Context: an optimization exercise on an open-source flow, tuned for small area. The choices shown serve that exercise and are no tape-out recipe. Function was checked by simulation only, so behaviour that the tests miss may differ from the original. Power figures rest on the tool's default switching activity, not on a simulated workload.

==> delta <==
## hdmi_frame_dma_ctrl
module hdmi_frame_dma_ctrl
#(
    parameter int unsigned ADDR_WIDTH   = 32,
    parameter int unsigned BURST_LEN    = 16,
    parameter int unsigned BURSTCOUNT_W = 5,
    parameter int unsigned FIFO_DEPTH   = 32
) (
    input  logic                    clk_sys,
    input  logic                    rst_sys_n,
    input  logic                    cfg_enable,
    input  logic [ADDR_WIDTH-1:0]   cfg_start_addr,
    input  logic [29:0]             cfg_words_number,
    input  logic                    frame_sync,
    input  logic [31:0]             st_data,
    input  logic                    st_valid,
    output logic                    st_ready,
    output logic [ADDR_WIDTH-1:0]   avm_address,
    output logic                    avm_write,
    output logic [31:0]             avm_writedata,
    output logic [BURSTCOUNT_W-1:0] avm_burstcount,
    input  logic                    avm_waitrequest,
    output logic                    sts_busy,
    output logic                    sts_frame_done,
    output logic                    sts_overflow
);
==> module hdmi_dma_bitcell, before the edit <==
module hdmi_dma_bitcell (
    input  logic clk_sys,
    input  logic we,
    input  logic wen,
    input  logic d,
    output logic q
);
    always_ff @(posedge clk_sys) begin
        q <= (we & d) | (wen & q);
    end
endmodule
==> module hdmi_dma_rdpair, before the edit <==
module hdmi_dma_rdpair (
    input  logic sel0_n,
    input  logic q0,
    input  logic sel1_n,
    input  logic q1,
    output logic y
);
    assign y = ~((sel0_n | q0) & (sel1_n | q1));
endmodule
==> module hdmi_dma_word_fifo, before the edit <==
module hdmi_dma_word_fifo #(
    parameter  int unsigned DEPTH = 32,
    localparam int unsigned AW    = $clog2(DEPTH)
) (
    input  logic          clk_sys,
    input  logic          push,
    input  logic [AW-1:0] wr_ptr,
    input  logic [31:0]   wdata,
    input  logic [AW-1:0] rd_ptr_next,
    output logic [31:0]   rdata
);
    logic [31:0]      wdata_n_s;
    logic [DEPTH-1:0] we_s;
    logic [DEPTH-1:0] wen_s;
    logic [31:0]      mem_q [DEPTH];
    logic [DEPTH-1:0] rd_sel_n_r;
    logic [31:0]      pair_y [DEPTH/2];
    assign wdata_n_s = ~wdata;
    for (genvar i = 0; i < DEPTH; i++) begin : g_word
        assign we_s[i]  = push && (wr_ptr == AW'(i));
        assign wen_s[i] = !(push && (wr_ptr == AW'(i)));
        for (genvar b = 0; b < 32; b++) begin : g_bit
            hdmi_dma_bitcell u_cell (
                .clk_sys (clk_sys),
                .we      (we_s[i]),
                .wen     (wen_s[i]),
                .d       (wdata_n_s[b]),
                .q       (mem_q[i][b])
            );
        end
    end
    always_ff @(posedge clk_sys) begin
        for (int i = 0; i < DEPTH; i++) begin
            rd_sel_n_r[i] <= (rd_ptr_next != AW'(i));
        end
    end
    for (genvar p = 0; p < DEPTH / 2; p++) begin : g_pair
        for (genvar b = 0; b < 32; b++) begin : g_bit
            hdmi_dma_rdpair u_pair (
                .sel0_n (rd_sel_n_r[2*p]),
                .q0     (mem_q[2*p][b]),
                .sel1_n (rd_sel_n_r[2*p+1]),
                .q1     (mem_q[2*p+1][b]),
                .y      (pair_y[p][b])
            );
        end
    end
    always_comb begin
        rdata = '0;
        for (int p = 0; p < DEPTH / 2; p++) begin
            rdata = rdata | pair_y[p];
        end
    end
endmodule
Settings: LEC_CHECK=0, CAP_MARGIN=20, CORE_AREA=2.3 2.72 347.3 345.44, DIE_AREA=0 0 349.66 349.66, SLEW_MARGIN=20, SYNTH_HIERARCHICAL=1, SYNTH_MINIMUM_KEEP_SIZE=0; clock period 10.0 ns.
standard.sh (not shown) runs the stock make flow with config.mk's settings and CLKGATE_MAP_FILE= SYNTH_SCRIPT=/design/flow/synth_recipe.tcl, a recipe that flattens the netlist after the stock synthesis.
==> flow/flow/run.sh <==
#!/bin/bash
# The standard layout, with minimum-size port buffers and a clock tree
# of few, large leaf clusters and no dummy loads.
set -euo pipefail
export BUFFER_PORTS_ARGS="-buffer_cell sky130_fd_sc_hd__buf_1"
export CTS_ARGS="-sink_clustering_enable -repair_clock_nets -dont_use_dummy_load -buf_list {sky130_fd_sc_hd__clkbuf_8 sky130_fd_sc_hd__clkbuf_16} -sink_clustering_size 30 -sink_clustering_max_diameter 60"
bash standard.sh > standard_sh.log 2>&1
==> inputs of harbor, as changes to delta <==
--- a/flow/design.v
+++ b/flow/design.v
@@ -18,24 +18,4 @@
     endfunction
 endpackage
-module hdmi_dma_bitcell (
-    input  logic clk_sys,
-    input  logic we,
-    input  logic wen,
-    input  logic d,
-    output logic q
-);
-    always_ff @(posedge clk_sys) begin
-        q <= (we & d) | (wen & q);
-    end
-endmodule
-module hdmi_dma_rdpair (
-    input  logic sel0_n,
-    input  logic q0,
-    input  logic sel1_n,
-    input  logic q1,
-    output logic y
-);
-    assign y = ~((sel0_n | q0) & (sel1_n | q1));
-endmodule
 module hdmi_dma_word_fifo #(
     parameter  int unsigned DEPTH = 32,
@@ -49,44 +29,22 @@
     output logic [31:0]   rdata
 );
-    logic [31:0]      wdata_n_s;
-    logic [DEPTH-1:0] we_s;
-    logic [DEPTH-1:0] wen_s;
-    logic [31:0]      mem_q [DEPTH];
-    logic [DEPTH-1:0] rd_sel_n_r;
-    logic [31:0]      pair_y [DEPTH/2];
-    assign wdata_n_s = ~wdata;
-    for (genvar i = 0; i < DEPTH; i++) begin : g_word
-        assign we_s[i]  = push && (wr_ptr == AW'(i));
-        assign wen_s[i] = !(push && (wr_ptr == AW'(i)));
-        for (genvar b = 0; b < 32; b++) begin : g_bit
-            hdmi_dma_bitcell u_cell (
-                .clk_sys (clk_sys),
-                .we      (we_s[i]),
-                .wen     (wen_s[i]),
-                .d       (wdata_n_s[b]),
-                .q       (mem_q[i][b])
-            );
-        end
-    end
+    logic [31:0]    mem_r [DEPTH];
+    logic [DEPTH-1:0] rd_sel_r;
     always_ff @(posedge clk_sys) begin
         for (int i = 0; i < DEPTH; i++) begin
-            rd_sel_n_r[i] <= (rd_ptr_next != AW'(i));
-        end
-    end
-    for (genvar p = 0; p < DEPTH / 2; p++) begin : g_pair
-        for (genvar b = 0; b < 32; b++) begin : g_bit
-            hdmi_dma_rdpair u_pair (
-                .sel0_n (rd_sel_n_r[2*p]),
-                .q0     (mem_q[2*p][b]),
-                .sel1_n (rd_sel_n_r[2*p+1]),
-                .q1     (mem_q[2*p+1][b]),
-                .y      (pair_y[p][b])
-            );
+            if (push && (wr_ptr == AW'(i))) begin
+                mem_r[i] <= wdata;
+            end
+        end
+    end
+    always_ff @(posedge clk_sys) begin
+        for (int i = 0; i < DEPTH; i++) begin
+            rd_sel_r[i] <= (rd_ptr_next == AW'(i));
         end
     end
     always_comb begin
         rdata = '0;
-        for (int p = 0; p < DEPTH / 2; p++) begin
-            rdata = rdata | pair_y[p];
+        for (int i = 0; i < DEPTH; i++) begin
+            rdata = rdata | ({32{rd_sel_r[i]}} & mem_r[i]);
         end
     end
Settings changed: SYNTH_HIERARCHICAL 1 to default, SYNTH_MINIMUM_KEEP_SIZE 0 to default.
==> comparison table <==
quantity                                                                                               delta         harbor
Met2 routed wirelength                                                                              61120 um       60680 um
End point of the critical path                                                             avm_writedata[25]       st_ready
Clock buffer and inverter area fraction after layout                                                  4.182%         3.072%
Number of CTS-inserted buffers                                                                            75             56
Main synth FF type                                                                                   dfxtp_1       edfxtp_1
Clock net power                                                                                    0.00284 W      0.00241 W
Worst min-delay path endpoint                                      u_word_fifo.g_word[13].g_bit[19].u_cell.q    wr_ptr_r[5]
Critical hold path startpoint                                      u_word_fifo.g_word[13].g_bit[19].u_cell.q    wr_ptr_r[5]
Combinational power share                                                                              12.8%           4.0%
Dominant cell type by area after synthesis                                                           dfxtp_1       edfxtp_1
Startpoint of the most critical register-to-register path                                         state_r[1]    rd_ptr_r[0]
Number of distinct library cells after synthesis                                                          55             54
RR Endpoint                                                         u_word_fifo.g_word[24].g_bit[8].u_cell.q  acc_rem_r[11]
Final worst slack                                                                                   4.743 ns       4.869 ns
Net switching share of the total power                                                                27.27%         21.12%
Result of the run                                                                   timing/DRC/antenna clean  timing/DRC/antenna clean
Combined flip-flop and latch cell area                                                            22830 um^2     33120 um^2
Number of antenna violations at the first check in global routing                                         11              7
Fraction of layout cells with a size suffix above 1                                                   7.623%         9.087%
Mux contribution to synthesized area                                                                0.05116%       0.02422%
Number of vias in the routed layout                                                                    33107          25153
Initial Util                                                                                          33.10%         34.95%
Number of iterations in the first detailed-routing pass                                                    5              6

static timing again, ports no longer ideal:
In the flow no input, the clock included, has a driving cell. The finished layouts below were timed again as built, in two steps. Step 1 (the two cells are an assumption about what drives the block):
set clk [get_ports {clk_sys}]
set_driving_cell -lib_cell sky130_fd_sc_hd__clkbuf_16 $clk
set_driving_cell -lib_cell sky130_fd_sc_hd__buf_2 [delete_from_list [all_inputs] $clk]
Step 2 times the ports against the registers' clock, not the clock port: input delays grow and output delays shrink by t, the midpoint of the rising clock arrivals with the driver on. a / b / c = ideal ports / drivers / drivers and shift; a / b = the first two.
run | t, ns | setup WS [ns] | hold slack, ns | worst register clock-pin slew, ns
delta | 0.706 | 4.743 / 4.672 / 5.316 | 0.469 / 0.469 / 0.469 | 0.11 / 0.11
harbor | 0.721 | 4.869 / 4.802 / 5.257 | 0.514 / 0.514 / 0.514 | 0.11 / 0.11
After both steps every run listed still meets setup and hold.
